This is an optimization exercise on Yosys and OpenROAD, whose aim is small area and a short achievable clock period, not a production implementation.
Function was not checked in any run shown here: the RTL went through the layout flow alone.

--- design/flow/flow/run.sh ---
#!/bin/bash
# The standard layout with three changes: synthesis skips the quick ABC pass
# inside Yosys's synth (the final ABC mapping still runs), adders use Yosys's
# Sklansky carry network instead of Kogge-Stone, and the ports get the
# smallest buffer instead of the delay buffer that buffer_ports picks by
# default. All output goes to run_standard.log in this folder; ORFS keeps its
# own logs under orfs/logs.
set -euo pipefail
export SYNTH_ARGS="-noabc"
export SYNTH_OPERATIONS_ARGS="-extra-map +/choices/sklansky.v"
export BUFFER_PORTS_ARGS="-buffer_cell sky130_fd_sc_hd__buf_1"
bash standard.sh > run_standard.log 2>&1
--- design/flow/standard.sh ---
#!/bin/bash
# synth_recipe.tcl (not shown) runs the flow's synth.tcl, then flattens the netlist and writes it again
# the make line also repeats each setting of config.mk as NAME=value (left out here)
make -C /OpenROAD-flow-scripts/flow DESIGN_CONFIG=/design/flow/config.mk WORK_HOME=/design/flow/orfs CLKGATE_MAP_FILE= SYNTH_SCRIPT=/design/flow/synth_recipe.tcl "${@:-finish}"
--- design/flow/config.mk ---
export PLATFORM = sky130hd
export DESIGN_NAME = arith_encoder
export DESIGN_NICKNAME = arith_encoder
export VERILOG_FILES = /design/flow/design.v
export SDC_FILE = /design/flow/constraint.sdc
export NUM_CORES = 4
export LEC_CHECK = 0
export ABC_AREA = 1
export CAP_MARGIN = 20
export CORE_MARGIN = 2
export CORE_UTILIZATION = 40
export SETUP_SLACK_MARGIN = 2.0
export SLEW_MARGIN = 20
--- design/flow/constraint.sdc ---
create_clock -name core_clock -period 9.0 [get_ports {general_clk}]
set_input_delay 1.8000 -clock core_clock [delete_from_list [all_inputs] [get_ports {general_clk}]]
set_output_delay 1.8000 -clock core_clock [all_outputs]
set_load 0.01 [all_outputs]
--- design/flow/design.v ---
`timescale 1ns/1ps
module pipeline_control (
  input  logic general_clk,
  input  logic reset,
  input  logic in_valid,
  output logic out_valid
);
  logic v1, v2;
  always_ff @(posedge general_clk) begin
    if (reset) begin
      v1 <= 1'b0;
      v2 <= 1'b0;
    end else begin
      v1 <= in_valid;
      v2 <= v1;
    end
  end
  assign out_valid = v2;
endmodule
`timescale 1ns/1ps
module probability_stage (
  input  logic        general_clk,
  input  logic        reset,
  input  logic        in_valid,
  input  logic [15:0] fl,
  input  logic [15:0] fh,
  input  logic [3:0]  symbol,
  input  logic [4:0]  nsyms,
  input  logic        bool_mode,
  output logic        p_x,
  output logic        p_en,
  output logic        p_z,
  output logic [10:0] p_m2,
  output logic [5:0]  p_k,
  output logic [9:0]  p_n,
  output logic [4:0]  p_o2
);
  logic        vin;
  logic [9:0]  fl6, fh6;
  logic        first, sel_a, sel_c, sel_q;
  logic [5:0]  kd;        
  logic [4:0]  kdiff;     
  logic        kpos;
  logic [9:0]  m_p, m_q;
  logic [5:0]  k_next;
  assign vin   = in_valid & ~reset;
  assign fl6   = fl[15:6];
  assign fh6   = fh[15:6];
  assign first = (fl == 16'h8000);
  assign sel_a = vin & bool_mode & symbol[0];
  assign sel_c = vin & ~bool_mode & ~first;
  assign sel_q = vin & ~(bool_mode & symbol[0]);    
  assign kd    = {1'b0, nsyms} - {2'b00, symbol};
  assign kpos  = ~kd[5] & (kd[4:0] != 5'd0);
  assign kdiff = kd[5] ? 5'd0 : kd[4:0];
  assign m_p = sel_a ? fh6 : (sel_c ? fl6 : 10'd512);
  assign m_q = sel_q ? fh6 : 10'd0;
  always_comb begin
    if (sel_a)          k_next = 6'd1;
    else if (sel_c)     k_next = {5'd0, kpos};
    else if (!vin)      k_next = 6'd0;
    else if (bool_mode) k_next = 6'h3f;
    else if (kpos)      k_next = 6'd1 - {1'b0, kdiff};
    else                k_next = 6'd0;
  end
  always_ff @(posedge general_clk) begin
    p_x  <= ~sel_a & ~sel_c;
    p_z  <= ~sel_a & ~sel_c;
    p_en <= sel_q & fh6[0] & ~(sel_c & fl6[0]);
    p_m2 <= {1'b0, m_p} - {1'b0, m_q};
    p_k  <= k_next;
    p_n  <= sel_c ? fl6 : (sel_a ? fh6 : 10'd0);
    p_o2 <= sel_c ? kdiff : {4'd0, sel_a};
  end
endmodule
`timescale 1ns/1ps
module interval_update (
  input  logic        general_clk,
  input  logic        reset,
  input  logic        p_x,
  input  logic        p_en,
  input  logic        p_z,
  input  logic [10:0] p_m2,
  input  logic [5:0]  p_k,
  input  logic [9:0]  p_n,
  input  logic [4:0]  p_o2,
  output logic [15:0] range_q,
  output logic [3:0]  d_q,
  output logic [15:0] add_next
);
  logic [7:0]  r8;
  logic [16:0] sum2;
  logic [16:0] sum2n;
  logic [15:0] raw;
  assign r8 = range_q[15:8];
  wire lt_1, lt_2;
  assign lt_1 = (r8[7] & p_m2[0]) ^ (r8[6] & p_m2[1]);
  assign lt_2 = (r8[7] & p_m2[0]) & (r8[6] & p_m2[1]);
  wire lt_3, lt_4;
  assign lt_3 = (r8[7] & p_m2[1]) ^ (r8[6] & p_m2[2]) ^ (r8[5] & p_m2[3]);
  assign lt_4 = ((r8[7] & p_m2[1]) & (r8[6] & p_m2[2])) | ((r8[7] & p_m2[1]) & (r8[5] & p_m2[3])) | ((r8[6] & p_m2[2]) & (r8[5] & p_m2[3]));
  wire lt_5, lt_6;
  assign lt_5 = (r8[4] & p_m2[4]) ^ (r8[3] & p_m2[5]);
  assign lt_6 = (r8[4] & p_m2[4]) & (r8[3] & p_m2[5]);
  wire lt_7, lt_8;
  assign lt_7 = (r8[7] & p_m2[2]) ^ (r8[6] & p_m2[3]) ^ (r8[5] & p_m2[4]);
  assign lt_8 = ((r8[7] & p_m2[2]) & (r8[6] & p_m2[3])) | ((r8[7] & p_m2[2]) & (r8[5] & p_m2[4])) | ((r8[6] & p_m2[3]) & (r8[5] & p_m2[4]));
  wire lt_9, lt_10;
  assign lt_9 = (r8[4] & p_m2[0]) ^ (r8[3] & p_m2[1]);
  assign lt_10 = (r8[4] & p_m2[0]) & (r8[3] & p_m2[1]);
  wire lt_11, lt_12;
  assign lt_11 = (r8[5] & p_m2[0]) ^ (r8[4] & p_m2[1]) ^ (r8[3] & p_m2[2]);
  assign lt_12 = ((r8[5] & p_m2[0]) & (r8[4] & p_m2[1])) | ((r8[5] & p_m2[0]) & (r8[3] & p_m2[2])) | ((r8[4] & p_m2[1]) & (r8[3] & p_m2[2]));
  wire lt_13, lt_14;
  assign lt_13 = (r8[2] & p_m2[3]) ^ (r8[1] & p_m2[4]);
  assign lt_14 = (r8[2] & p_m2[3]) & (r8[1] & p_m2[4]);
  wire lt_15, lt_16;
  assign lt_15 = (r8[6] & p_m2[0]) ^ (r8[5] & p_m2[1]) ^ (r8[4] & p_m2[2]);
  assign lt_16 = ((r8[6] & p_m2[0]) & (r8[5] & p_m2[1])) | ((r8[6] & p_m2[0]) & (r8[4] & p_m2[2])) | ((r8[5] & p_m2[1]) & (r8[4] & p_m2[2]));
  wire lt_17, lt_18;
  assign lt_17 = (r8[3] & p_m2[3]) ^ (r8[2] & p_m2[4]) ^ (r8[1] & p_m2[5]);
  assign lt_18 = ((r8[3] & p_m2[3]) & (r8[2] & p_m2[4])) | ((r8[3] & p_m2[3]) & (r8[1] & p_m2[5])) | ((r8[2] & p_m2[4]) & (r8[1] & p_m2[5]));
  wire lt_19, lt_20;
  assign lt_19 = (r8[0] & p_m2[6]) ^ (range_q[5] & p_x);
  assign lt_20 = (r8[0] & p_m2[6]) & (range_q[5] & p_x);
  wire lt_21, lt_22;
  assign lt_21 = (r8[5] & p_m2[2]) ^ (r8[4] & p_m2[3]) ^ (r8[3] & p_m2[4]);
  assign lt_22 = ((r8[5] & p_m2[2]) & (r8[4] & p_m2[3])) | ((r8[5] & p_m2[2]) & (r8[3] & p_m2[4])) | ((r8[4] & p_m2[3]) & (r8[3] & p_m2[4]));
  wire lt_23, lt_24;
  assign lt_23 = (r8[2] & p_m2[5]) ^ (r8[1] & p_m2[6]) ^ (r8[0] & p_m2[7]);
  assign lt_24 = ((r8[2] & p_m2[5]) & (r8[1] & p_m2[6])) | ((r8[2] & p_m2[5]) & (r8[0] & p_m2[7])) | ((r8[1] & p_m2[6]) & (r8[0] & p_m2[7]));
  wire lt_25, lt_26;
  assign lt_25 = (range_q[6] & p_x) ^ p_k[4] ^ lt_1;
  assign lt_26 = ((range_q[6] & p_x) & p_k[4]) | ((range_q[6] & p_x) & lt_1) | (p_k[4] & lt_1);
  wire lt_27, lt_28;
  assign lt_27 = (r8[2] & p_m2[6]) ^ (r8[1] & p_m2[7]) ^ (r8[0] & p_m2[8]);
  assign lt_28 = ((r8[2] & p_m2[6]) & (r8[1] & p_m2[7])) | ((r8[2] & p_m2[6]) & (r8[0] & p_m2[8])) | ((r8[1] & p_m2[7]) & (r8[0] & p_m2[8]));
  wire lt_29, lt_30;
  assign lt_29 = (range_q[7] & p_x) ^ ~p_k[5] ^ 1'b1;
  assign lt_30 = ((range_q[7] & p_x) & ~p_k[5]) | ((range_q[7] & p_x) & 1'b1) | (~p_k[5] & 1'b1);
  wire lt_31, lt_32;
  assign lt_31 = lt_3 ^ lt_5 ^ lt_2;
  assign lt_32 = (lt_3 & lt_5) | (lt_3 & lt_2) | (lt_5 & lt_2);
  wire lt_33, lt_34;
  assign lt_33 = (r8[4] & p_m2[5]) ^ (r8[3] & p_m2[6]) ^ (r8[2] & p_m2[7]);
  assign lt_34 = ((r8[4] & p_m2[5]) & (r8[3] & p_m2[6])) | ((r8[4] & p_m2[5]) & (r8[2] & p_m2[7])) | ((r8[3] & p_m2[6]) & (r8[2] & p_m2[7]));
  wire lt_35, lt_36;
  assign lt_35 = (r8[1] & p_m2[8]) ^ (r8[0] & p_m2[9]) ^ 1'b1;
  assign lt_36 = ((r8[1] & p_m2[8]) & (r8[0] & p_m2[9])) | ((r8[1] & p_m2[8]) & 1'b1) | ((r8[0] & p_m2[9]) & 1'b1);
  wire lt_37, lt_38;
  assign lt_37 = lt_7 ^ lt_4 ^ lt_6;
  assign lt_38 = (lt_7 & lt_4) | (lt_7 & lt_6) | (lt_4 & lt_6);
  wire lt_39, lt_40;
  assign lt_39 = (r8[7] & p_m2[3]) ^ (r8[6] & p_m2[4]) ^ (r8[5] & p_m2[5]);
  assign lt_40 = ((r8[7] & p_m2[3]) & (r8[6] & p_m2[4])) | ((r8[7] & p_m2[3]) & (r8[5] & p_m2[5])) | ((r8[6] & p_m2[4]) & (r8[5] & p_m2[5]));
  wire lt_41, lt_42;
  assign lt_41 = (r8[4] & p_m2[6]) ^ (r8[3] & p_m2[7]) ^ (r8[2] & p_m2[8]);
  assign lt_42 = ((r8[4] & p_m2[6]) & (r8[3] & p_m2[7])) | ((r8[4] & p_m2[6]) & (r8[2] & p_m2[8])) | ((r8[3] & p_m2[7]) & (r8[2] & p_m2[8]));
  wire lt_43, lt_44;
  assign lt_43 = (r8[1] & p_m2[9]) ^ ~(r8[0] & p_m2[10]) ^ lt_8;
  assign lt_44 = ((r8[1] & p_m2[9]) & ~(r8[0] & p_m2[10])) | ((r8[1] & p_m2[9]) & lt_8) | (~(r8[0] & p_m2[10]) & lt_8);
  wire lt_45, lt_46;
  assign lt_45 = (r8[7] & p_m2[4]) ^ (r8[6] & p_m2[5]) ^ (r8[5] & p_m2[6]);
  assign lt_46 = ((r8[7] & p_m2[4]) & (r8[6] & p_m2[5])) | ((r8[7] & p_m2[4]) & (r8[5] & p_m2[6])) | ((r8[6] & p_m2[5]) & (r8[5] & p_m2[6]));
  wire lt_47, lt_48;
  assign lt_47 = (r8[4] & p_m2[7]) ^ (r8[3] & p_m2[8]) ^ (r8[2] & p_m2[9]);
  assign lt_48 = ((r8[4] & p_m2[7]) & (r8[3] & p_m2[8])) | ((r8[4] & p_m2[7]) & (r8[2] & p_m2[9])) | ((r8[3] & p_m2[8]) & (r8[2] & p_m2[9]));
  wire lt_49, lt_50;
  assign lt_49 = (r8[7] & p_m2[5]) ^ (r8[6] & p_m2[6]) ^ (r8[5] & p_m2[7]);
  assign lt_50 = ((r8[7] & p_m2[5]) & (r8[6] & p_m2[6])) | ((r8[7] & p_m2[5]) & (r8[5] & p_m2[7])) | ((r8[6] & p_m2[6]) & (r8[5] & p_m2[7]));
  wire lt_51, lt_52;
  assign lt_51 = (r8[3] & p_m2[0]) ^ (r8[2] & p_m2[1]) ^ (r8[1] & p_m2[2]);
  assign lt_52 = ((r8[3] & p_m2[0]) & (r8[2] & p_m2[1])) | ((r8[3] & p_m2[0]) & (r8[1] & p_m2[2])) | ((r8[2] & p_m2[1]) & (r8[1] & p_m2[2]));
  wire lt_53, lt_54;
  assign lt_53 = (r8[2] & p_m2[2]) ^ (r8[1] & p_m2[3]) ^ (r8[0] & p_m2[4]);
  assign lt_54 = ((r8[2] & p_m2[2]) & (r8[1] & p_m2[3])) | ((r8[2] & p_m2[2]) & (r8[0] & p_m2[4])) | ((r8[1] & p_m2[3]) & (r8[0] & p_m2[4]));
  wire lt_55, lt_56;
  assign lt_55 = (range_q[3] & p_x) ^ p_k[1];
  assign lt_56 = (range_q[3] & p_x) & p_k[1];
  wire lt_57, lt_58;
  assign lt_57 = (r8[0] & p_m2[5]) ^ (range_q[4] & p_x) ^ p_k[2];
  assign lt_58 = ((r8[0] & p_m2[5]) & (range_q[4] & p_x)) | ((r8[0] & p_m2[5]) & p_k[2]) | ((range_q[4] & p_x) & p_k[2]);
  wire lt_59, lt_60;
  assign lt_59 = lt_11 ^ lt_13 ^ lt_10;
  assign lt_60 = (lt_11 & lt_13) | (lt_11 & lt_10) | (lt_13 & lt_10);
  wire lt_61, lt_62;
  assign lt_61 = p_k[3] ^ lt_15 ^ lt_17;
  assign lt_62 = (p_k[3] & lt_15) | (p_k[3] & lt_17) | (lt_15 & lt_17);
  wire lt_63, lt_64;
  assign lt_63 = lt_19 ^ lt_12 ^ lt_14;
  assign lt_64 = (lt_19 & lt_12) | (lt_19 & lt_14) | (lt_12 & lt_14);
  wire lt_65, lt_66;
  assign lt_65 = lt_21 ^ lt_23 ^ lt_25;
  assign lt_66 = (lt_21 & lt_23) | (lt_21 & lt_25) | (lt_23 & lt_25);
  wire lt_67, lt_68;
  assign lt_67 = lt_16 ^ lt_18 ^ lt_20;
  assign lt_68 = (lt_16 & lt_18) | (lt_16 & lt_20) | (lt_18 & lt_20);
  wire lt_69, lt_70;
  assign lt_69 = lt_27 ^ lt_29 ^ lt_31;
  assign lt_70 = (lt_27 & lt_29) | (lt_27 & lt_31) | (lt_29 & lt_31);
  wire lt_71, lt_72;
  assign lt_71 = lt_22 ^ lt_24 ^ lt_26;
  assign lt_72 = (lt_22 & lt_24) | (lt_22 & lt_26) | (lt_24 & lt_26);
  wire lt_73, lt_74;
  assign lt_73 = lt_33 ^ lt_35 ^ lt_37;
  assign lt_74 = (lt_33 & lt_35) | (lt_33 & lt_37) | (lt_35 & lt_37);
  wire lt_75, lt_76;
  assign lt_75 = lt_28 ^ lt_30 ^ lt_32;
  assign lt_76 = (lt_28 & lt_30) | (lt_28 & lt_32) | (lt_30 & lt_32);
  wire lt_77, lt_78;
  assign lt_77 = lt_39 ^ lt_41 ^ lt_43;
  assign lt_78 = (lt_39 & lt_41) | (lt_39 & lt_43) | (lt_41 & lt_43);
  wire lt_79, lt_80;
  assign lt_79 = lt_34 ^ lt_36 ^ lt_38;
  assign lt_80 = (lt_34 & lt_36) | (lt_34 & lt_38) | (lt_36 & lt_38);
  wire lt_81, lt_82;
  assign lt_81 = ~(r8[1] & p_m2[10]) ^ lt_45 ^ lt_47;
  assign lt_82 = (~(r8[1] & p_m2[10]) & lt_45) | (~(r8[1] & p_m2[10]) & lt_47) | (lt_45 & lt_47);
  wire lt_83, lt_84;
  assign lt_83 = lt_40 ^ lt_42 ^ lt_44;
  assign lt_84 = (lt_40 & lt_42) | (lt_40 & lt_44) | (lt_42 & lt_44);
  wire lt_85, lt_86;
  assign lt_85 = (r8[4] & p_m2[8]) ^ (r8[3] & p_m2[9]) ^ ~(r8[2] & p_m2[10]);
  assign lt_86 = ((r8[4] & p_m2[8]) & (r8[3] & p_m2[9])) | ((r8[4] & p_m2[8]) & ~(r8[2] & p_m2[10])) | ((r8[3] & p_m2[9]) & ~(r8[2] & p_m2[10]));
  wire lt_87, lt_88;
  assign lt_87 = lt_49 ^ lt_46 ^ lt_48;
  assign lt_88 = (lt_49 & lt_46) | (lt_49 & lt_48) | (lt_46 & lt_48);
  wire lt_89, lt_90;
  assign lt_89 = (r8[7] & p_m2[6]) ^ (r8[6] & p_m2[7]) ^ (r8[5] & p_m2[8]);
  assign lt_90 = ((r8[7] & p_m2[6]) & (r8[6] & p_m2[7])) | ((r8[7] & p_m2[6]) & (r8[5] & p_m2[8])) | ((r8[6] & p_m2[7]) & (r8[5] & p_m2[8]));
  wire lt_91, lt_92;
  assign lt_91 = (r8[4] & p_m2[9]) ^ ~(r8[3] & p_m2[10]) ^ lt_50;
  assign lt_92 = ((r8[4] & p_m2[9]) & ~(r8[3] & p_m2[10])) | ((r8[4] & p_m2[9]) & lt_50) | (~(r8[3] & p_m2[10]) & lt_50);
  wire lt_93, lt_94;
  assign lt_93 = (r8[7] & p_m2[7]) ^ (r8[6] & p_m2[8]) ^ (r8[5] & p_m2[9]);
  assign lt_94 = ((r8[7] & p_m2[7]) & (r8[6] & p_m2[8])) | ((r8[7] & p_m2[7]) & (r8[5] & p_m2[9])) | ((r8[6] & p_m2[8]) & (r8[5] & p_m2[9]));
  wire lt_95, lt_96;
  assign lt_95 = (r8[1] & p_m2[0]) ^ (r8[0] & p_m2[1]);
  assign lt_96 = (r8[1] & p_m2[0]) & (r8[0] & p_m2[1]);
  wire lt_97, lt_98;
  assign lt_97 = (r8[2] & p_m2[0]) ^ (r8[1] & p_m2[1]) ^ (r8[0] & p_m2[2]);
  assign lt_98 = ((r8[2] & p_m2[0]) & (r8[1] & p_m2[1])) | ((r8[2] & p_m2[0]) & (r8[0] & p_m2[2])) | ((r8[1] & p_m2[1]) & (r8[0] & p_m2[2]));
  wire lt_99, lt_100;
  assign lt_99 = (r8[0] & p_m2[3]) ^ (range_q[2] & p_x) ^ p_k[0];
  assign lt_100 = ((r8[0] & p_m2[3]) & (range_q[2] & p_x)) | ((r8[0] & p_m2[3]) & p_k[0]) | ((range_q[2] & p_x) & p_k[0]);
  wire lt_101, lt_102;
  assign lt_101 = lt_9 ^ lt_53 ^ lt_55;
  assign lt_102 = (lt_9 & lt_53) | (lt_9 & lt_55) | (lt_53 & lt_55);
  wire lt_103, lt_104;
  assign lt_103 = lt_57 ^ lt_59 ^ lt_54;
  assign lt_104 = (lt_57 & lt_59) | (lt_57 & lt_54) | (lt_59 & lt_54);
  wire lt_105, lt_106;
  assign lt_105 = lt_61 ^ lt_63 ^ lt_58;
  assign lt_106 = (lt_61 & lt_63) | (lt_61 & lt_58) | (lt_63 & lt_58);
  wire lt_107, lt_108;
  assign lt_107 = lt_65 ^ lt_67 ^ lt_62;
  assign lt_108 = (lt_65 & lt_67) | (lt_65 & lt_62) | (lt_67 & lt_62);
  wire lt_109, lt_110;
  assign lt_109 = lt_69 ^ lt_71 ^ lt_66;
  assign lt_110 = (lt_69 & lt_71) | (lt_69 & lt_66) | (lt_71 & lt_66);
  wire lt_111, lt_112;
  assign lt_111 = lt_73 ^ lt_75 ^ lt_70;
  assign lt_112 = (lt_73 & lt_75) | (lt_73 & lt_70) | (lt_75 & lt_70);
  wire lt_113, lt_114;
  assign lt_113 = lt_77 ^ lt_79 ^ lt_74;
  assign lt_114 = (lt_77 & lt_79) | (lt_77 & lt_74) | (lt_79 & lt_74);
  wire lt_115, lt_116;
  assign lt_115 = lt_81 ^ lt_83 ^ lt_78;
  assign lt_116 = (lt_81 & lt_83) | (lt_81 & lt_78) | (lt_83 & lt_78);
  wire lt_117, lt_118;
  assign lt_117 = lt_85 ^ lt_87 ^ lt_82;
  assign lt_118 = (lt_85 & lt_87) | (lt_85 & lt_82) | (lt_87 & lt_82);
  wire lt_119, lt_120;
  assign lt_119 = lt_89 ^ lt_91 ^ lt_86;
  assign lt_120 = (lt_89 & lt_91) | (lt_89 & lt_86) | (lt_91 & lt_86);
  wire lt_121, lt_122;
  assign lt_121 = ~(r8[4] & p_m2[10]) ^ lt_93 ^ lt_90;
  assign lt_122 = (~(r8[4] & p_m2[10]) & lt_93) | (~(r8[4] & p_m2[10]) & lt_90) | (lt_93 & lt_90);
  wire lt_123, lt_124;
  assign lt_123 = (r8[7] & p_m2[8]) ^ (r8[6] & p_m2[9]) ^ ~(r8[5] & p_m2[10]);
  assign lt_124 = ((r8[7] & p_m2[8]) & (r8[6] & p_m2[9])) | ((r8[7] & p_m2[8]) & ~(r8[5] & p_m2[10])) | ((r8[6] & p_m2[9]) & ~(r8[5] & p_m2[10]));
  wire lt_125, lt_126;
  assign lt_125 = (range_q[0] & p_x) ^ (p_en & r8[0]);
  assign lt_126 = (range_q[0] & p_x) & (p_en & r8[0]);
  wire lt_127, lt_128;
  assign lt_127 = (range_q[1] & p_x) ^ lt_97 ^ lt_96;
  assign lt_128 = ((range_q[1] & p_x) & lt_97) | ((range_q[1] & p_x) & lt_96) | (lt_97 & lt_96);
  wire lt_129, lt_130;
  assign lt_129 = lt_51 ^ lt_99 ^ lt_98;
  assign lt_130 = (lt_51 & lt_99) | (lt_51 & lt_98) | (lt_99 & lt_98);
  wire lt_131, lt_132;
  assign lt_131 = lt_52 ^ lt_101 ^ lt_100;
  assign lt_132 = (lt_52 & lt_101) | (lt_52 & lt_100) | (lt_101 & lt_100);
  wire lt_133, lt_134;
  assign lt_133 = lt_56 ^ lt_103 ^ lt_102;
  assign lt_134 = (lt_56 & lt_103) | (lt_56 & lt_102) | (lt_103 & lt_102);
  wire lt_135, lt_136;
  assign lt_135 = lt_60 ^ lt_105 ^ lt_104;
  assign lt_136 = (lt_60 & lt_105) | (lt_60 & lt_104) | (lt_105 & lt_104);
  wire lt_137, lt_138;
  assign lt_137 = lt_64 ^ lt_107 ^ lt_106;
  assign lt_138 = (lt_64 & lt_107) | (lt_64 & lt_106) | (lt_107 & lt_106);
  wire lt_139, lt_140;
  assign lt_139 = lt_68 ^ lt_109 ^ lt_108;
  assign lt_140 = (lt_68 & lt_109) | (lt_68 & lt_108) | (lt_109 & lt_108);
  wire lt_141, lt_142;
  assign lt_141 = lt_72 ^ lt_111 ^ lt_110;
  assign lt_142 = (lt_72 & lt_111) | (lt_72 & lt_110) | (lt_111 & lt_110);
  wire lt_143, lt_144;
  assign lt_143 = lt_76 ^ lt_113 ^ lt_112;
  assign lt_144 = (lt_76 & lt_113) | (lt_76 & lt_112) | (lt_113 & lt_112);
  wire lt_145, lt_146;
  assign lt_145 = lt_80 ^ lt_115 ^ lt_114;
  assign lt_146 = (lt_80 & lt_115) | (lt_80 & lt_114) | (lt_115 & lt_114);
  wire lt_147, lt_148;
  assign lt_147 = lt_84 ^ lt_117 ^ lt_116;
  assign lt_148 = (lt_84 & lt_117) | (lt_84 & lt_116) | (lt_117 & lt_116);
  wire lt_149, lt_150;
  assign lt_149 = lt_88 ^ lt_119 ^ lt_118;
  assign lt_150 = (lt_88 & lt_119) | (lt_88 & lt_118) | (lt_119 & lt_118);
  wire lt_151, lt_152;
  assign lt_151 = lt_92 ^ lt_121 ^ lt_120;
  assign lt_152 = (lt_92 & lt_121) | (lt_92 & lt_120) | (lt_121 & lt_120);
  wire lt_153, lt_154;
  assign lt_153 = lt_94 ^ lt_123 ^ lt_122;
  assign lt_154 = (lt_94 & lt_123) | (lt_94 & lt_122) | (lt_123 & lt_122);
  wire lt_155, lt_156;
  assign lt_155 = (r8[7] & p_m2[9]) ^ ~(r8[6] & p_m2[10]) ^ lt_124;
  assign lt_156 = ((r8[7] & p_m2[9]) & ~(r8[6] & p_m2[10])) | ((r8[7] & p_m2[9]) & lt_124) | (~(r8[6] & p_m2[10]) & lt_124);
  wire [16:0] lt_a, lt_b;
  assign lt_a = {lt_155, lt_153, lt_151, lt_149, lt_147, lt_145, lt_143, lt_141, lt_139, lt_137, lt_135, lt_133, lt_131, lt_129, lt_127, lt_95, 1'b0};
  assign lt_b = {lt_154, lt_152, lt_150, lt_148, lt_146, lt_144, lt_142, lt_140, lt_138, lt_136, lt_134, lt_132, lt_130, lt_128, lt_126, lt_125, 1'b0};
  assign sum2 = lt_a + lt_b;
  assign raw  = sum2[16:1];
  wire at_1, at_2;
  assign at_1 = (range_q[6] & ~p_z) ^ ~p_o2[4];
  assign at_2 = (range_q[6] & ~p_z) & ~p_o2[4];
  wire at_3, at_4;
  assign at_3 = (range_q[7] & ~p_z) ^ ~(r8[7] & p_n[1]);
  assign at_4 = (range_q[7] & ~p_z) & ~(r8[7] & p_n[1]);
  wire at_5, at_6;
  assign at_5 = (range_q[8] & ~p_z) ^ ~(r8[7] & p_n[2]);
  assign at_6 = (range_q[8] & ~p_z) & ~(r8[7] & p_n[2]);
  wire at_7, at_8;
  assign at_7 = (range_q[9] & ~p_z) ^ ~(r8[7] & p_n[3]);
  assign at_8 = (range_q[9] & ~p_z) & ~(r8[7] & p_n[3]);
  wire at_9, at_10;
  assign at_9 = (range_q[2] & ~p_z) ^ ~p_o2[0];
  assign at_10 = (range_q[2] & ~p_z) & ~p_o2[0];
  wire at_11, at_12;
  assign at_11 = (range_q[3] & ~p_z) ^ ~p_o2[1] ^ ~(r8[4] & p_n[0]);
  assign at_12 = ((range_q[3] & ~p_z) & ~p_o2[1]) | ((range_q[3] & ~p_z) & ~(r8[4] & p_n[0])) | (~p_o2[1] & ~(r8[4] & p_n[0]));
  wire at_13, at_14;
  assign at_13 = (range_q[4] & ~p_z) ^ ~p_o2[2] ^ ~(r8[5] & p_n[0]);
  assign at_14 = ((range_q[4] & ~p_z) & ~p_o2[2]) | ((range_q[4] & ~p_z) & ~(r8[5] & p_n[0])) | (~p_o2[2] & ~(r8[5] & p_n[0]));
  wire at_15, at_16;
  assign at_15 = ~(r8[4] & p_n[1]) ^ ~(r8[3] & p_n[2]);
  assign at_16 = ~(r8[4] & p_n[1]) & ~(r8[3] & p_n[2]);
  wire at_17, at_18;
  assign at_17 = (range_q[5] & ~p_z) ^ ~p_o2[3] ^ ~(r8[6] & p_n[0]);
  assign at_18 = ((range_q[5] & ~p_z) & ~p_o2[3]) | ((range_q[5] & ~p_z) & ~(r8[6] & p_n[0])) | (~p_o2[3] & ~(r8[6] & p_n[0]));
  wire at_19, at_20;
  assign at_19 = ~(r8[5] & p_n[1]) ^ ~(r8[4] & p_n[2]) ^ ~(r8[3] & p_n[3]);
  assign at_20 = (~(r8[5] & p_n[1]) & ~(r8[4] & p_n[2])) | (~(r8[5] & p_n[1]) & ~(r8[3] & p_n[3])) | (~(r8[4] & p_n[2]) & ~(r8[3] & p_n[3]));
  wire at_21, at_22;
  assign at_21 = ~(r8[2] & p_n[4]) ^ ~(r8[1] & p_n[5]);
  assign at_22 = ~(r8[2] & p_n[4]) & ~(r8[1] & p_n[5]);
  wire at_23, at_24;
  assign at_23 = ~(r8[7] & p_n[0]) ^ ~(r8[6] & p_n[1]) ^ ~(r8[5] & p_n[2]);
  assign at_24 = (~(r8[7] & p_n[0]) & ~(r8[6] & p_n[1])) | (~(r8[7] & p_n[0]) & ~(r8[5] & p_n[2])) | (~(r8[6] & p_n[1]) & ~(r8[5] & p_n[2]));
  wire at_25, at_26;
  assign at_25 = ~(r8[4] & p_n[3]) ^ ~(r8[3] & p_n[4]) ^ ~(r8[2] & p_n[5]);
  assign at_26 = (~(r8[4] & p_n[3]) & ~(r8[3] & p_n[4])) | (~(r8[4] & p_n[3]) & ~(r8[2] & p_n[5])) | (~(r8[3] & p_n[4]) & ~(r8[2] & p_n[5]));
  wire at_27, at_28;
  assign at_27 = ~(r8[1] & p_n[6]) ^ ~(r8[0] & p_n[7]) ^ at_1;
  assign at_28 = (~(r8[1] & p_n[6]) & ~(r8[0] & p_n[7])) | (~(r8[1] & p_n[6]) & at_1) | (~(r8[0] & p_n[7]) & at_1);
  wire at_29, at_30;
  assign at_29 = ~(r8[6] & p_n[2]) ^ ~(r8[5] & p_n[3]) ^ ~(r8[4] & p_n[4]);
  assign at_30 = (~(r8[6] & p_n[2]) & ~(r8[5] & p_n[3])) | (~(r8[6] & p_n[2]) & ~(r8[4] & p_n[4])) | (~(r8[5] & p_n[3]) & ~(r8[4] & p_n[4]));
  wire at_31, at_32;
  assign at_31 = ~(r8[3] & p_n[5]) ^ ~(r8[2] & p_n[6]) ^ ~(r8[1] & p_n[7]);
  assign at_32 = (~(r8[3] & p_n[5]) & ~(r8[2] & p_n[6])) | (~(r8[3] & p_n[5]) & ~(r8[1] & p_n[7])) | (~(r8[2] & p_n[6]) & ~(r8[1] & p_n[7]));
  wire at_33, at_34;
  assign at_33 = ~(r8[0] & p_n[8]) ^ at_3 ^ at_2;
  assign at_34 = (~(r8[0] & p_n[8]) & at_3) | (~(r8[0] & p_n[8]) & at_2) | (at_3 & at_2);
  wire at_35, at_36;
  assign at_35 = ~(r8[6] & p_n[3]) ^ ~(r8[5] & p_n[4]) ^ ~(r8[4] & p_n[5]);
  assign at_36 = (~(r8[6] & p_n[3]) & ~(r8[5] & p_n[4])) | (~(r8[6] & p_n[3]) & ~(r8[4] & p_n[5])) | (~(r8[5] & p_n[4]) & ~(r8[4] & p_n[5]));
  wire at_37, at_38;
  assign at_37 = ~(r8[3] & p_n[6]) ^ ~(r8[2] & p_n[7]) ^ ~(r8[1] & p_n[8]);
  assign at_38 = (~(r8[3] & p_n[6]) & ~(r8[2] & p_n[7])) | (~(r8[3] & p_n[6]) & ~(r8[1] & p_n[8])) | (~(r8[2] & p_n[7]) & ~(r8[1] & p_n[8]));
  wire at_39, at_40;
  assign at_39 = ~(r8[0] & p_n[9]) ^ at_5 ^ at_4;
  assign at_40 = (~(r8[0] & p_n[9]) & at_5) | (~(r8[0] & p_n[9]) & at_4) | (at_5 & at_4);
  wire at_41, at_42;
  assign at_41 = ~(r8[6] & p_n[4]) ^ ~(r8[5] & p_n[5]) ^ ~(r8[4] & p_n[6]);
  assign at_42 = (~(r8[6] & p_n[4]) & ~(r8[5] & p_n[5])) | (~(r8[6] & p_n[4]) & ~(r8[4] & p_n[6])) | (~(r8[5] & p_n[5]) & ~(r8[4] & p_n[6]));
  wire at_43, at_44;
  assign at_43 = ~(r8[3] & p_n[7]) ^ ~(r8[2] & p_n[8]) ^ ~(r8[1] & p_n[9]);
  assign at_44 = (~(r8[3] & p_n[7]) & ~(r8[2] & p_n[8])) | (~(r8[3] & p_n[7]) & ~(r8[1] & p_n[9])) | (~(r8[2] & p_n[8]) & ~(r8[1] & p_n[9]));
  wire at_45, at_46;
  assign at_45 = 1'b1 ^ at_7 ^ at_6;
  assign at_46 = (1'b1 & at_7) | (1'b1 & at_6) | (at_7 & at_6);
  wire at_47, at_48;
  assign at_47 = (range_q[10] & ~p_z) ^ ~(r8[7] & p_n[4]) ^ ~(r8[6] & p_n[5]);
  assign at_48 = ((range_q[10] & ~p_z) & ~(r8[7] & p_n[4])) | ((range_q[10] & ~p_z) & ~(r8[6] & p_n[5])) | (~(r8[7] & p_n[4]) & ~(r8[6] & p_n[5]));
  wire at_49, at_50;
  assign at_49 = ~(r8[5] & p_n[6]) ^ ~(r8[4] & p_n[7]) ^ ~(r8[3] & p_n[8]);
  assign at_50 = (~(r8[5] & p_n[6]) & ~(r8[4] & p_n[7])) | (~(r8[5] & p_n[6]) & ~(r8[3] & p_n[8])) | (~(r8[4] & p_n[7]) & ~(r8[3] & p_n[8]));
  wire at_51, at_52;
  assign at_51 = ~(r8[2] & p_n[9]) ^ at_8;
  assign at_52 = ~(r8[2] & p_n[9]) & at_8;
  wire at_53, at_54;
  assign at_53 = (range_q[11] & ~p_z) ^ ~(r8[7] & p_n[5]) ^ ~(r8[6] & p_n[6]);
  assign at_54 = ((range_q[11] & ~p_z) & ~(r8[7] & p_n[5])) | ((range_q[11] & ~p_z) & ~(r8[6] & p_n[6])) | (~(r8[7] & p_n[5]) & ~(r8[6] & p_n[6]));
  wire at_55, at_56;
  assign at_55 = ~(r8[5] & p_n[7]) ^ ~(r8[4] & p_n[8]);
  assign at_56 = ~(r8[5] & p_n[7]) & ~(r8[4] & p_n[8]);
  wire at_57, at_58;
  assign at_57 = (range_q[12] & ~p_z) ^ ~(r8[7] & p_n[6]);
  assign at_58 = (range_q[12] & ~p_z) & ~(r8[7] & p_n[6]);
  wire at_59, at_60;
  assign at_59 = ~(r8[3] & p_n[0]) ^ ~(r8[2] & p_n[1]) ^ ~(r8[1] & p_n[2]);
  assign at_60 = (~(r8[3] & p_n[0]) & ~(r8[2] & p_n[1])) | (~(r8[3] & p_n[0]) & ~(r8[1] & p_n[2])) | (~(r8[2] & p_n[1]) & ~(r8[1] & p_n[2]));
  wire at_61, at_62;
  assign at_61 = ~(r8[3] & p_n[1]) ^ ~(r8[2] & p_n[2]) ^ ~(r8[1] & p_n[3]);
  assign at_62 = (~(r8[3] & p_n[1]) & ~(r8[2] & p_n[2])) | (~(r8[3] & p_n[1]) & ~(r8[1] & p_n[3])) | (~(r8[2] & p_n[2]) & ~(r8[1] & p_n[3]));
  wire at_63, at_64;
  assign at_63 = ~(r8[0] & p_n[4]) ^ at_11;
  assign at_64 = ~(r8[0] & p_n[4]) & at_11;
  wire at_65, at_66;
  assign at_65 = ~(r8[2] & p_n[3]) ^ ~(r8[1] & p_n[4]) ^ ~(r8[0] & p_n[5]);
  assign at_66 = (~(r8[2] & p_n[3]) & ~(r8[1] & p_n[4])) | (~(r8[2] & p_n[3]) & ~(r8[0] & p_n[5])) | (~(r8[1] & p_n[4]) & ~(r8[0] & p_n[5]));
  wire at_67, at_68;
  assign at_67 = at_13 ^ at_15 ^ at_12;
  assign at_68 = (at_13 & at_15) | (at_13 & at_12) | (at_15 & at_12);
  wire at_69, at_70;
  assign at_69 = ~(r8[0] & p_n[6]) ^ at_17 ^ at_19;
  assign at_70 = (~(r8[0] & p_n[6]) & at_17) | (~(r8[0] & p_n[6]) & at_19) | (at_17 & at_19);
  wire at_71, at_72;
  assign at_71 = at_21 ^ at_14 ^ at_16;
  assign at_72 = (at_21 & at_14) | (at_21 & at_16) | (at_14 & at_16);
  wire at_73, at_74;
  assign at_73 = at_23 ^ at_25 ^ at_27;
  assign at_74 = (at_23 & at_25) | (at_23 & at_27) | (at_25 & at_27);
  wire at_75, at_76;
  assign at_75 = at_18 ^ at_20 ^ at_22;
  assign at_76 = (at_18 & at_20) | (at_18 & at_22) | (at_20 & at_22);
  wire at_77, at_78;
  assign at_77 = at_29 ^ at_31 ^ at_33;
  assign at_78 = (at_29 & at_31) | (at_29 & at_33) | (at_31 & at_33);
  wire at_79, at_80;
  assign at_79 = at_24 ^ at_26 ^ at_28;
  assign at_80 = (at_24 & at_26) | (at_24 & at_28) | (at_26 & at_28);
  wire at_81, at_82;
  assign at_81 = at_35 ^ at_37 ^ at_39;
  assign at_82 = (at_35 & at_37) | (at_35 & at_39) | (at_37 & at_39);
  wire at_83, at_84;
  assign at_83 = at_30 ^ at_32 ^ at_34;
  assign at_84 = (at_30 & at_32) | (at_30 & at_34) | (at_32 & at_34);
  wire at_85, at_86;
  assign at_85 = at_41 ^ at_43 ^ at_45;
  assign at_86 = (at_41 & at_43) | (at_41 & at_45) | (at_43 & at_45);
  wire at_87, at_88;
  assign at_87 = at_36 ^ at_38 ^ at_40;
  assign at_88 = (at_36 & at_38) | (at_36 & at_40) | (at_38 & at_40);
  wire at_89, at_90;
  assign at_89 = at_47 ^ at_49 ^ at_51;
  assign at_90 = (at_47 & at_49) | (at_47 & at_51) | (at_49 & at_51);
  wire at_91, at_92;
  assign at_91 = at_42 ^ at_44 ^ at_46;
  assign at_92 = (at_42 & at_44) | (at_42 & at_46) | (at_44 & at_46);
  wire at_93, at_94;
  assign at_93 = ~(r8[3] & p_n[9]) ^ at_53 ^ at_55;
  assign at_94 = (~(r8[3] & p_n[9]) & at_53) | (~(r8[3] & p_n[9]) & at_55) | (at_53 & at_55);
  wire at_95, at_96;
  assign at_95 = at_48 ^ at_50 ^ at_52;
  assign at_96 = (at_48 & at_50) | (at_48 & at_52) | (at_50 & at_52);
  wire at_97, at_98;
  assign at_97 = ~(r8[6] & p_n[7]) ^ ~(r8[5] & p_n[8]) ^ ~(r8[4] & p_n[9]);
  assign at_98 = (~(r8[6] & p_n[7]) & ~(r8[5] & p_n[8])) | (~(r8[6] & p_n[7]) & ~(r8[4] & p_n[9])) | (~(r8[5] & p_n[8]) & ~(r8[4] & p_n[9]));
  wire at_99, at_100;
  assign at_99 = at_57 ^ at_54 ^ at_56;
  assign at_100 = (at_57 & at_54) | (at_57 & at_56) | (at_54 & at_56);
  wire at_101, at_102;
  assign at_101 = (range_q[13] & ~p_z) ^ ~(r8[7] & p_n[7]) ^ ~(r8[6] & p_n[8]);
  assign at_102 = ((range_q[13] & ~p_z) & ~(r8[7] & p_n[7])) | ((range_q[13] & ~p_z) & ~(r8[6] & p_n[8])) | (~(r8[7] & p_n[7]) & ~(r8[6] & p_n[8]));
  wire at_103, at_104;
  assign at_103 = ~(r8[5] & p_n[9]) ^ at_58;
  assign at_104 = ~(r8[5] & p_n[9]) & at_58;
  wire at_105, at_106;
  assign at_105 = (range_q[14] & ~p_z) ^ ~(r8[7] & p_n[8]);
  assign at_106 = (range_q[14] & ~p_z) & ~(r8[7] & p_n[8]);
  wire at_107, at_108;
  assign at_107 = (range_q[1] & ~p_z) ^ ~(r8[2] & p_n[0]);
  assign at_108 = (range_q[1] & ~p_z) & ~(r8[2] & p_n[0]);
  wire at_109, at_110;
  assign at_109 = ~(r8[0] & p_n[3]) ^ 1'b1 ^ at_9;
  assign at_110 = (~(r8[0] & p_n[3]) & 1'b1) | (~(r8[0] & p_n[3]) & at_9) | (1'b1 & at_9);
  wire at_111, at_112;
  assign at_111 = at_10 ^ at_61 ^ at_63;
  assign at_112 = (at_10 & at_61) | (at_10 & at_63) | (at_61 & at_63);
  wire at_113, at_114;
  assign at_113 = at_65 ^ at_67 ^ at_62;
  assign at_114 = (at_65 & at_67) | (at_65 & at_62) | (at_67 & at_62);
  wire at_115, at_116;
  assign at_115 = at_69 ^ at_71 ^ at_66;
  assign at_116 = (at_69 & at_71) | (at_69 & at_66) | (at_71 & at_66);
  wire at_117, at_118;
  assign at_117 = at_73 ^ at_75 ^ at_70;
  assign at_118 = (at_73 & at_75) | (at_73 & at_70) | (at_75 & at_70);
  wire at_119, at_120;
  assign at_119 = at_77 ^ at_79 ^ at_74;
  assign at_120 = (at_77 & at_79) | (at_77 & at_74) | (at_79 & at_74);
  wire at_121, at_122;
  assign at_121 = at_81 ^ at_83 ^ at_78;
  assign at_122 = (at_81 & at_83) | (at_81 & at_78) | (at_83 & at_78);
  wire at_123, at_124;
  assign at_123 = at_85 ^ at_87 ^ at_82;
  assign at_124 = (at_85 & at_87) | (at_85 & at_82) | (at_87 & at_82);
  wire at_125, at_126;
  assign at_125 = at_89 ^ at_91 ^ at_86;
  assign at_126 = (at_89 & at_91) | (at_89 & at_86) | (at_91 & at_86);
  wire at_127, at_128;
  assign at_127 = at_93 ^ at_95 ^ at_90;
  assign at_128 = (at_93 & at_95) | (at_93 & at_90) | (at_95 & at_90);
  wire at_129, at_130;
  assign at_129 = at_97 ^ at_99 ^ at_94;
  assign at_130 = (at_97 & at_99) | (at_97 & at_94) | (at_99 & at_94);
  wire at_131, at_132;
  assign at_131 = at_101 ^ at_103 ^ at_98;
  assign at_132 = (at_101 & at_103) | (at_101 & at_98) | (at_103 & at_98);
  wire at_133, at_134;
  assign at_133 = ~(r8[6] & p_n[9]) ^ at_105 ^ at_102;
  assign at_134 = (~(r8[6] & p_n[9]) & at_105) | (~(r8[6] & p_n[9]) & at_102) | (at_105 & at_102);
  wire at_135, at_136;
  assign at_135 = (range_q[15] & ~p_z) ^ ~(r8[7] & p_n[9]);
  assign at_136 = (range_q[15] & ~p_z) & ~(r8[7] & p_n[9]);
  wire at_137, at_138;
  assign at_137 = (range_q[0] & ~p_z) ^ ~(r8[1] & p_n[0]);
  assign at_138 = (range_q[0] & ~p_z) & ~(r8[1] & p_n[0]);
  wire at_139, at_140;
  assign at_139 = ~(r8[1] & p_n[1]) ^ ~(r8[0] & p_n[2]) ^ at_107;
  assign at_140 = (~(r8[1] & p_n[1]) & ~(r8[0] & p_n[2])) | (~(r8[1] & p_n[1]) & at_107) | (~(r8[0] & p_n[2]) & at_107);
  wire at_141, at_142;
  assign at_141 = at_59 ^ at_109 ^ at_108;
  assign at_142 = (at_59 & at_109) | (at_59 & at_108) | (at_109 & at_108);
  wire at_143, at_144;
  assign at_143 = at_60 ^ at_111 ^ at_110;
  assign at_144 = (at_60 & at_111) | (at_60 & at_110) | (at_111 & at_110);
  wire at_145, at_146;
  assign at_145 = at_64 ^ at_113 ^ at_112;
  assign at_146 = (at_64 & at_113) | (at_64 & at_112) | (at_113 & at_112);
  wire at_147, at_148;
  assign at_147 = at_68 ^ at_115 ^ at_114;
  assign at_148 = (at_68 & at_115) | (at_68 & at_114) | (at_115 & at_114);
  wire at_149, at_150;
  assign at_149 = at_72 ^ at_117 ^ at_116;
  assign at_150 = (at_72 & at_117) | (at_72 & at_116) | (at_117 & at_116);
  wire at_151, at_152;
  assign at_151 = at_76 ^ at_119 ^ at_118;
  assign at_152 = (at_76 & at_119) | (at_76 & at_118) | (at_119 & at_118);
  wire at_153, at_154;
  assign at_153 = at_80 ^ at_121 ^ at_120;
  assign at_154 = (at_80 & at_121) | (at_80 & at_120) | (at_121 & at_120);
  wire at_155, at_156;
  assign at_155 = at_84 ^ at_123 ^ at_122;
  assign at_156 = (at_84 & at_123) | (at_84 & at_122) | (at_123 & at_122);
  wire at_157, at_158;
  assign at_157 = at_88 ^ at_125 ^ at_124;
  assign at_158 = (at_88 & at_125) | (at_88 & at_124) | (at_125 & at_124);
  wire at_159, at_160;
  assign at_159 = at_92 ^ at_127 ^ at_126;
  assign at_160 = (at_92 & at_127) | (at_92 & at_126) | (at_127 & at_126);
  wire at_161, at_162;
  assign at_161 = at_96 ^ at_129 ^ at_128;
  assign at_162 = (at_96 & at_129) | (at_96 & at_128) | (at_129 & at_128);
  wire at_163, at_164;
  assign at_163 = at_100 ^ at_131 ^ at_130;
  assign at_164 = (at_100 & at_131) | (at_100 & at_130) | (at_131 & at_130);
  wire at_165, at_166;
  assign at_165 = at_104 ^ at_133 ^ at_132;
  assign at_166 = (at_104 & at_133) | (at_104 & at_132) | (at_133 & at_132);
  wire at_167, at_168;
  assign at_167 = at_106 ^ at_135 ^ at_134;
  assign at_168 = (at_106 & at_135) | (at_106 & at_134) | (at_135 & at_134);
  wire [16:0] at_a, at_b;
  assign at_a = {at_167, at_165, at_163, at_161, at_159, at_157, at_155, at_153, at_151, at_149, at_147, at_145, at_143, at_141, at_139, ~(r8[0] & p_n[1]), 1'b0};
  assign at_b = {at_166, at_164, at_162, at_160, at_158, at_156, at_154, at_152, at_150, at_148, at_146, at_144, at_142, at_140, at_138, at_137, 1'b0};
  assign sum2n    = at_a + at_b;
  assign add_next = sum2n[16:1];
  logic        z8, z4, z2, z1, raw_zero;
  logic [15:0] t1, t2, t3, range_next;
  logic [3:0]  d_next;
  assign z8 = ~|raw[15:8];
  assign t1 = z8 ? {raw[7:0], 8'd0} : raw;
  assign z4 = ~|t1[15:12];
  assign t2 = z4 ? {t1[11:0], 4'd0} : t1;
  assign z2 = ~|t2[15:14];
  assign t3 = z2 ? {t2[13:0], 2'd0} : t2;
  assign z1 = ~t3[15];
  assign range_next = z1 ? {t3[14:0], 1'b0} : t3;
  assign raw_zero = ~|raw;
  assign d_next = (raw_zero | reset) ? 4'd0 : {z8, z4, z2, z1};
  always_ff @(posedge general_clk) begin
    if (reset) range_q <= 16'd32768;
    else       range_q <= range_next;
    d_q <= d_next;
  end
endmodule
`timescale 1ns/1ps
module renormalizer (
  input  logic        general_clk,
  input  logic        reset,
  input  logic [15:0] add_next,
  input  logic [3:0]  d_q,
  output logic [23:0] low_out,
  output logic [4:0]  cnt_out,
  output logic [1:0]  bit_flag,
  output logic [15:0] out_bit_1,
  output logic [15:0] out_bit_2
);
  logic [23:0] sum_q;
  logic [3:0]  cq;
  logic [4:0]  e_sum;        
  logic        emit1, emit2;
  logic [2:0]  f_sum;        
  logic [23:0] low_shl;
  logic [23:0] low_next;
  logic [23:0] sum_next;
  logic [3:0]  cq_next;
  logic [7:0]  keep_hi;
  logic [24:0] win_src;
  logic [23:0] win;
  assign e_sum = {1'b0, cq} + {1'b0, d_q};
  assign emit1 = e_sum >= 5'd9;
  assign emit2 = e_sum >= 5'd17;
  assign f_sum = e_sum[2:0] - 3'd1;    
  always_comb begin
    case (f_sum)
      3'd0: keep_hi = 8'h00;
      3'd1: keep_hi = 8'h01;
      3'd2: keep_hi = 8'h03;
      3'd3: keep_hi = 8'h07;
      3'd4: keep_hi = 8'h0f;
      3'd5: keep_hi = 8'h1f;
      3'd6: keep_hi = 8'h3f;
      default: keep_hi = 8'h7f;
    endcase
    if (!emit1) keep_hi = 8'hff;
  end
  assign low_shl  = sum_q << d_q;
  assign low_next = low_shl & {keep_hi, 16'hffff};
  assign cq_next  = emit1 ? {1'b0, f_sum} + 4'd1 : e_sum[3:0];
  assign sum_next = low_next + {8'd0, add_next};
  assign win_src = {sum_q, 1'b0};
  assign win     = 24'(win_src >> cq);
  always_ff @(posedge general_clk) begin
    if (reset) begin
      sum_q <= '0;
      cq    <= '0;
    end else begin
      sum_q <= sum_next;
      cq    <= cq_next;
    end
  end
  assign low_out   = low_next;
  assign cnt_out   = {1'b0, cq_next} - 5'd9;
  assign bit_flag  = {emit2, emit1 & ~emit2};
  assign out_bit_1 = win[23:8];
  assign out_bit_2 = {8'd0, win[7:0]};
endmodule
`timescale 1ns/1ps
module arith_encoder #(
  parameter int SYMBOL_WIDTH = 4
) (
  input  logic                    general_clk,
  input  logic                    reset,
  input  logic                    in_valid,
  input  logic [15:0]             fl,
  input  logic [15:0]             fh,
  input  logic [SYMBOL_WIDTH-1:0] symbol,
  input  logic [SYMBOL_WIDTH:0]   nsyms,
  input  logic                    bool_mode,
  output logic                    out_valid,
  output logic [15:0]             range_out,
  output logic [23:0]             low_out,
  output logic [4:0]              cnt_out,
  output logic [1:0]              bit_flag,
  output logic [15:0]             out_bit_1,
  output logic [15:0]             out_bit_2
);
  logic        p_x, p_en, p_z;
  logic [10:0] p_m2;
  logic [5:0]  p_k;
  logic [9:0]  p_n;
  logic [4:0]  p_o2;
  logic [15:0] add_next;
  logic [3:0]  d_q;
  pipeline_control u_control (
    .general_clk (general_clk),
    .reset       (reset),
    .in_valid    (in_valid),
    .out_valid   (out_valid)
  );
  probability_stage u_stage_1 (
    .general_clk (general_clk),
    .reset       (reset),
    .in_valid    (in_valid),
    .fl          (fl),
    .fh          (fh),
    .symbol      (symbol),
    .nsyms       (nsyms),
    .bool_mode   (bool_mode),
    .p_x         (p_x),
    .p_en        (p_en),
    .p_z         (p_z),
    .p_m2        (p_m2),
    .p_k         (p_k),
    .p_n         (p_n),
    .p_o2        (p_o2)
  );
  interval_update u_stage_2 (
    .general_clk (general_clk),
    .reset       (reset),
    .p_x         (p_x),
    .p_en        (p_en),
    .p_z         (p_z),
    .p_m2        (p_m2),
    .p_k         (p_k),
    .p_n         (p_n),
    .p_o2        (p_o2),
    .range_q     (range_out),
    .d_q         (d_q),
    .add_next    (add_next)
  );
  renormalizer u_stage_3 (
    .general_clk (general_clk),
    .reset       (reset),
    .add_next    (add_next),
    .d_q         (d_q),
    .low_out     (low_out),
    .cnt_out     (cnt_out),
    .bit_flag    (bit_flag),
    .out_bit_1   (out_bit_1),
    .out_bit_2   (out_bit_2)
  );
endmodule
==> notes.md, run 1 <==
Run status = timing/DRC/antenna clean
Total die area = 0.0337 mm^2
Most frequently used flop master after synthesis = dfxtp_1
Number of standard cells in the layout, taps in and fillers out = 2322
Cell area after layout = 0.0137 mm^2
Via count = 11200
Critical path data required time = 9.30 ns
Gates resized, CTS repair = 0
Final period utilization = 0.721
Count of maximum capacitance violations = 0
Insertion delay of the later-clocked pin in the worst-skew pair = 0.36 ns
Final routed wirelength across all metal layers = 33.4 mm
Final antenna-violating net count = 0
Yosys reg bits = 84
Max_slew headroom = 0.436
Data arrival time of the worst path = 6.79 ns
Routability cong. = 0.892
Min-Delay Path Class = flop to flop
Final setup violation count = 0
Post-placement cell area = 0.0134 mm^2
Die span in y = 184 um
Area of the mapped netlist = 0.0129 mm^2
Final max-slew violation count = 0
Number of enable-type register cells in the synthesized netlist = 0
Post-layout worst setup margin = 2.51 ns
Share of the synthesized area in the top cell type = 0.236
Maximum number of pins on one net before global-route repair = 44
CTS clk-pin slew, worst paths = 0.08 ns
Gate Count Post-Synth = 1883
Clock Sink Count = 84
Global-route congestion overflow total = 0
Post-synthesis area per instance = 6.86 um^2
Reg2Reg Setup Slack = 2.51 ns
Unrepaired setup endpoints after global routing = false
Cell with the largest stage delay on the worst path = dfxtp_2
Met3 usage in global routing = 0.0236
Detailed router's first-iteration violation count = 636
Worst-Margin Slew = 0.837 ns
Count of input and output buffers = 110
Core region area = 0.0317 mm^2
DRC Markers = 0
Crit path max fanout = 16
X dimension of the die = 184 um
Layout Area Growth over Synthesis = 6.14%
Post-DP HPWL = 27.1 mm
Met1 track demand over resource in global routing = 0.255
Number of global-route vias before repair = 11100
Final number of hold-violating endpoints = 0
Delay of the slowest critical-path stage = 0.67 ns
I/O pin cnt = 125
Number of buffers inserted to repair setup after CTS = 0
GR Util All Layers = 0.203
Cell taking the most area after synthesis = fa_1
Number of buffers added to fix hold violations after cts = 0
Upper clock frequency limit = 154 MHz
Minimum clock period = 6.49 ns
Start-to-end type of the worst setup path = flop to flop
Clock tree skew after final layout = 0.0163 ns
Syn. warnings = 4
Average routed wire per standard cell = 14.4 um
Number of antenna violations at the first check in global routing = 0
Number of antenna cells inserted = 0
Layout net count = 2216
Vias per cell = 4.84
CTS root buffer = clkbuf_16
Number of buffers on the longest clock path = 2
Number of detailed-route iterations in the first pass = 7
Setup tns final = 0 ns
Most frequent cell after synthesis = nand2_1
Share of flip-flops with an asynchronous set or reset after synthesis = 0
Wire length of the first global-routing pass = 54.7 mm
Gr busiest metal = met2
Share of the yosys chip area belonging to registers = 0.130
Post-Place Cells = 2306
Number of placement rows = 65
CTS H-tree lvls = 3
M2 GR Usage = 0.363
Number of distinct standard cells referenced by the synthesized netlist = 53
Startpoint Class = flop
Commonest cells in the netlist = nand2_1 (533), inv_1 (405), fa_1 (152)
TritonCTS clock tree = yes
Endpoint type of the worst setup path = flop
Initial cell density of the core = 0.407
Number of CTS-inserted buffers = 9
Worst slack at placement = 2.11 ns
Top area cells in the synthesized netlist = fa_1 (24%), nand2_1 (15%), dfxtp_1 (13%), inv_1 (12%), ha_1 (10%)
Fraction of layout instances using a drive strength above 1 = 0.0385
-- cell type report --
cell class                 instances  area (um^2)
fill                            3356        18000
multi-input combinational       1289         9180
sequential                        84         1690
inverter                         410         1540
tap                              402          503
timing repair buffer             121          499
clock buffer                       9          225
clock inverter                     7         75.1
-- cells in the final DEF (no fill, tap or decap), types with 11 or more instances in the layout --
cell / Yosys / final
a21oi_1: 44 / 44
buf_1: 3 / 110
dfxtp_1: 84 / 79
fa_1: 152 / 152
ha_1: 104 / 104
inv_1: 405 / 404
mux2i_1: 17 / 17
nand2_1: 533 / 533
nand2_2: 11 / 11
nand3_1: 40 / 40
nor2_1: 114 / 114
o21ai_0: 138 / 137
xnor2_1: 12 / 12
xor2_1: 20 / 20
-- sequential cells by signal (all words and copies together) (netlist names) --
signal,flops
u_stage_1.p_o2,5
u_stage_1.p_x,1
u_stage_3.cq,4
u_stage_3.sum_q,24
u_stage_1.p_k,6
u_stage_1.p_en,1
u_control.v2,1
u_stage_1.p_n,10
u_stage_2.range_q,16
u_stage_1.p_m2,11
u_control.v1,1
u_stage_2.d_q,4
-- routing by layer --
metal | wire, um | part of all wire
met2 | 16100 | 0.48
met5 | 0 | 0
met1 | 14800 | 0.44
met3 | 1480 | 0.044
met4 | 945 | 0.028
-- critical path: cells and delay by family, from the launching register on --
family,cells,cell delay [ns]
AOI/OAI and AO/OA,2,0.47
adders and majority gates,7,3.21
and+or+nand+nor,14,1.49
buffers and inverters,5,0.42
DFF,1,0.67
xor gates and xnor gates,1,0.18
-- cell families (layout without fill, tap and decap cells) --
group	Yosys count	in the layout	synth area share
AND/OR/NAND/NOR	737	737	0.232
buffers and inverters	517	547	0.163
adder cells (fa/ha/maj)	256	256	0.336
AO/OA/AOI/OAI	239	239	0.104
flip-flops	84	84	0.130
XOR/XNOR	32	32	0.0217
multiplexers	17	17	0.0132
other	1	8	0.000290
-- final timing paths --
kind                    startpoint                    to  cells after the start
min                   u_control.v1          u_control.v2                      2
max reg2reg  u_stage_2.range_q[13]  u_stage_2.range_q[4]                     29
max          u_stage_2.range_q[13]  u_stage_2.range_q[4]                     29
min reg2reg           u_control.v1          u_control.v2                      2
-- through the flow --
step / utilization / hold WS [ns]
after global placement: 0.422 / 0.495
after detailed placement: 0.422 / 0.492
final: 0.432 / 0.479
after CTS: 0.431 / 0.485
after global routing: 0.432 / 0.510
after floorplan: - / 0.388
==> inputs of run 2 (changes only) <==
--- a/design/flow/config.mk
+++ b/design/flow/config.mk
@@ -9,5 +9,5 @@
 export CAP_MARGIN = 20
 export CORE_MARGIN = 2
 export CORE_UTILIZATION = 40
-export SETUP_SLACK_MARGIN = 2.0
+export SETUP_SLACK_MARGIN = 2.5
 export SLEW_MARGIN = 20
==> run 2 against run 1 <==
Against the previous run: still clean on timing, DRC and antenna; global-route usage hardly changed; sequential cell count did not move; worst setup slack better by 0.37 ns; register-to-register slack improved by 0.37 ns.
==> notes.md, run 2 <==
Die span in y = 184 um
Global-route congestion overflow total = 0
Number of detailed-route iterations in the first pass = 7
Number of buffers on the longest clock path = 2
Post-synthesis area per instance = 6.86 um^2
Routability cong. = 0.892
Post-DP HPWL = 27.1 mm
Count of maximum capacitance violations = 0
Start-to-end type of the worst setup path = flop to flop
Count of input and output buffers = 110
CTS clk-pin slew, worst paths = 0.08 ns
Most frequently used flop master after synthesis = dfxtp_1
Initial cell density of the core = 0.407
Data arrival time of the worst path = 6.38 ns
Total die area = 0.0337 mm^2
Setup tns final = 0 ns
Share of flip-flops with an asynchronous set or reset after synthesis = 0
Dominant combinational cell family by area after synthesis = adder cells
Critical path data required time = 9.26 ns
Mux contribution to synthesized area = 0.0132
Most common library cell in the layout ignoring fill and taps = nand2_1
DRC Markers = 0
Number of antenna violations at the first check in global routing = 0
Share of the yosys chip area belonging to registers = 0.130
Via count = 11300
Delay of the slowest critical-path stage = 0.50 ns
Most frequent cell after synthesis = nand2_1
Startpoint Class = flop
Registers with the most flip-flops = u_stage_3.sum_q: 24 flops, u_stage_2.range_q: 16 flops, u_stage_1.p_m2: 11 flops
CTS root buffer = clkbuf_16
Average routed wire per standard cell = 14.5 um
Commonest cells after routing, fill and taps aside = nand2_1 (532), inv_1 (404), fa_1 (151), o21ai_0 (137), nor2_1 (113)
Layout net count = 2228
Area of the mapped netlist = 0.0129 mm^2
Commonest cells in the netlist = nand2_1 (533), inv_1 (405), fa_1 (152)
GR Util All Layers = 0.203
Gate Count Post-Synth = 1883
Filler cells = 3345
Most used cell along the critical path = nand2_1
Top area cells in the synthesized netlist = fa_1 (24%), nand2_1 (15%), dfxtp_1 (13%), inv_1 (12%), ha_1 (10%)
Fraction of layout instances using a drive strength above 1 = 0.0502
Post-Place Cells = 2306
Number of enable-type register cells in the synthesized netlist = 0
Final antenna-violating net count = 0
Number of placement rows = 65
Xor-xnor portion of the synthesized cell area = 0.0217
Vias per cell = 4.86
Detailed router's first-iteration violation count = 649
Reg with most FFs = u_stage_3.sum_q
Number of CTS-inserted buffers = 9
Min-Delay Path Class = flop to flop
Clock Sink Count = 84
Number of global-route vias before repair = 11100
Run status = timing/DRC/antenna clean
Endpoint type of the worst setup path = flop
Worst-Margin Slew = 0.843 ns
Cell taking the most area after synthesis = fa_1
Cell with the largest stage delay on the worst path = fa_1
Post-synthesis simple-gate area fraction = 0.232
Final routed wirelength across all metal layers = 33.7 mm
Adder-cell share of the synthesized area = 0.336
Share of the synthesized area in the top cell type = 0.236
Number of flip-flops in the largest register = 24
Final setup violation count = 0
Final number of hold-violating endpoints = 0
Number of buffers added to fix hold violations after cts = 0
Crit path max fanout = 18
Number of distinct standard cells referenced by the synthesized netlist = 53
X dimension of the die = 184 um
Number of antenna cells inserted = 0
Final period utilization = 0.680
Yosys reg bits = 84
I/O pin cnt = 125
Final max-slew violation count = 0
Unrepaired setup endpoints after global routing = false
Layout Area Growth over Synthesis = 7.72%
Maximum number of pins on one net before global-route repair = 44
Core region area = 0.0317 mm^2
Compound-Gate Fraction of Synth Area = 0.104
Upper clock frequency limit = 163 MHz
Number of standard cells in the layout, taps in and fillers out = 2334
TritonCTS clock tree = yes
Max_slew headroom = 0.437
Wire length of the first global-routing pass = 54.8 mm
CTS H-tree lvls = 3
Syn. warnings = 4
Clock tree skew after final layout = 0.0163 ns
Minimum clock period = 6.12 ns
Insertion delay of the later-clocked pin in the worst-skew pair = 0.36 ns
## run 2: cell counts after synthesis
Identical to the previous run, type by type.
## run 2: repair_timing
action / in CTS / in global routing
resized for setup: 10 / 26
buffers inserted: 1 / 10
gates cloned: 0 / 1
pin swaps: 1 / 6
endpoints found under the setup margin: 27 / 28
## run 2: critical path: cells and delay by family, from the launching register on
| kind | cells | cell delay (ns) |
|---|---|---|
| AO/OA/AOI/OAI | 5 | 0.87 |
| XOR/XNOR | 1 | 0.15 |
| flip-flops | 1 | 0.36 |
| buffers and inverters | 6 | 0.57 |
| AND/OR/NAND/NOR | 12 | 1.07 |
| adder cells (fa/ha/maj) | 7 | 2.97 |
## run 2: path summary, 6_finish.rpt
check | slack (ns) | to | startpoint | cells past startpoint
setup / recovery | 2.88 | u_stage_3.sum_q[23] | u_stage_1.p_x | 31
setup reg to reg | 2.88 | u_stage_3.sum_q[23] | u_stage_1.p_x | 31
hold reg to reg | 0.48 | u_control.v2 | u_control.v1 | 2
hold / removal | 0.48 | u_control.v2 | u_control.v1 | 2
## run 2: stage by stage
stage                     setup WS, ns  utilization  hold slack (ns)  area [um^2]
after floorplan                   2.69            -            0.388        12900
after global placement            2.20        0.422            0.495        13400
after detailed placement          2.11        0.422            0.492        13400
after CTS                         2.52        0.433            0.485        13700
after global routing              2.47        0.439            0.510        13900
final                             2.88        0.439            0.478        13900
## run 2: cell families after synthesis
family | Yosys count
adder cells (fa/ha/maj) | 256
AND/OR/NAND/NOR | 737
flip-flops | 84
buffers and inverters | 517
XOR/XNOR | 32
AO/OA/AOI/OAI | 239
other | 1
multiplexers | 17
## run 2: area by class of cell
cell class / count / area (um^2) / share of cell area
multi-input cells: 1290 / 9240 / 0.664
flip-flops and latches: 84 / 1700 / 0.122
inverters: 410 / 1550 / 0.111
repair buffers: 132 / 618 / 0.0444
well taps: 402 / 503 / 0.0361
clock buffers: 9 / 225 / 0.0162
clock inverters: 7 / 75.1 / 0.00539
## run 2: metal layers
layer  share of wire  GRT usage
met1            0.44      0.255
met2            0.49      0.363
met3           0.048     0.0236
met4           0.025     0.0621
met5               0          0

==> re-timing with driven ports <==
How much do the figures lean on ideal ports? The routed layouts below were timed once more, with nothing changed but the port constraints.
Step 1: set_driving_cell puts a clkbuf_16 on general_clk and a buf_2 on each other input, an assumption about the parent block.
Step 2 times the ports against the registers' clock, not the clock port: input delays grow and output delays shrink by t, the midpoint of the rising clock arrivals with the driver on.
Slacks: ideal / step 1 / step 2; pairs: ideal / step 1.
| run | shift t [ns] | slack for setup (ns) | worst setup path at the end | cell pins on the clock port's net |
|---|---|---|---|---|
| run 1 | 0.385 | 2.510 / 2.510 / 2.510 | register to register | 1 |
| run 2 | 0.386 | 2.880 / 2.880 / 2.662 | input to register | 1 |
After both steps setup and hold are still met in every run listed. For run 2, which loses most, drivers alone change the setup slack by 0.000 ns; drivers and shift together by -0.218 ns.
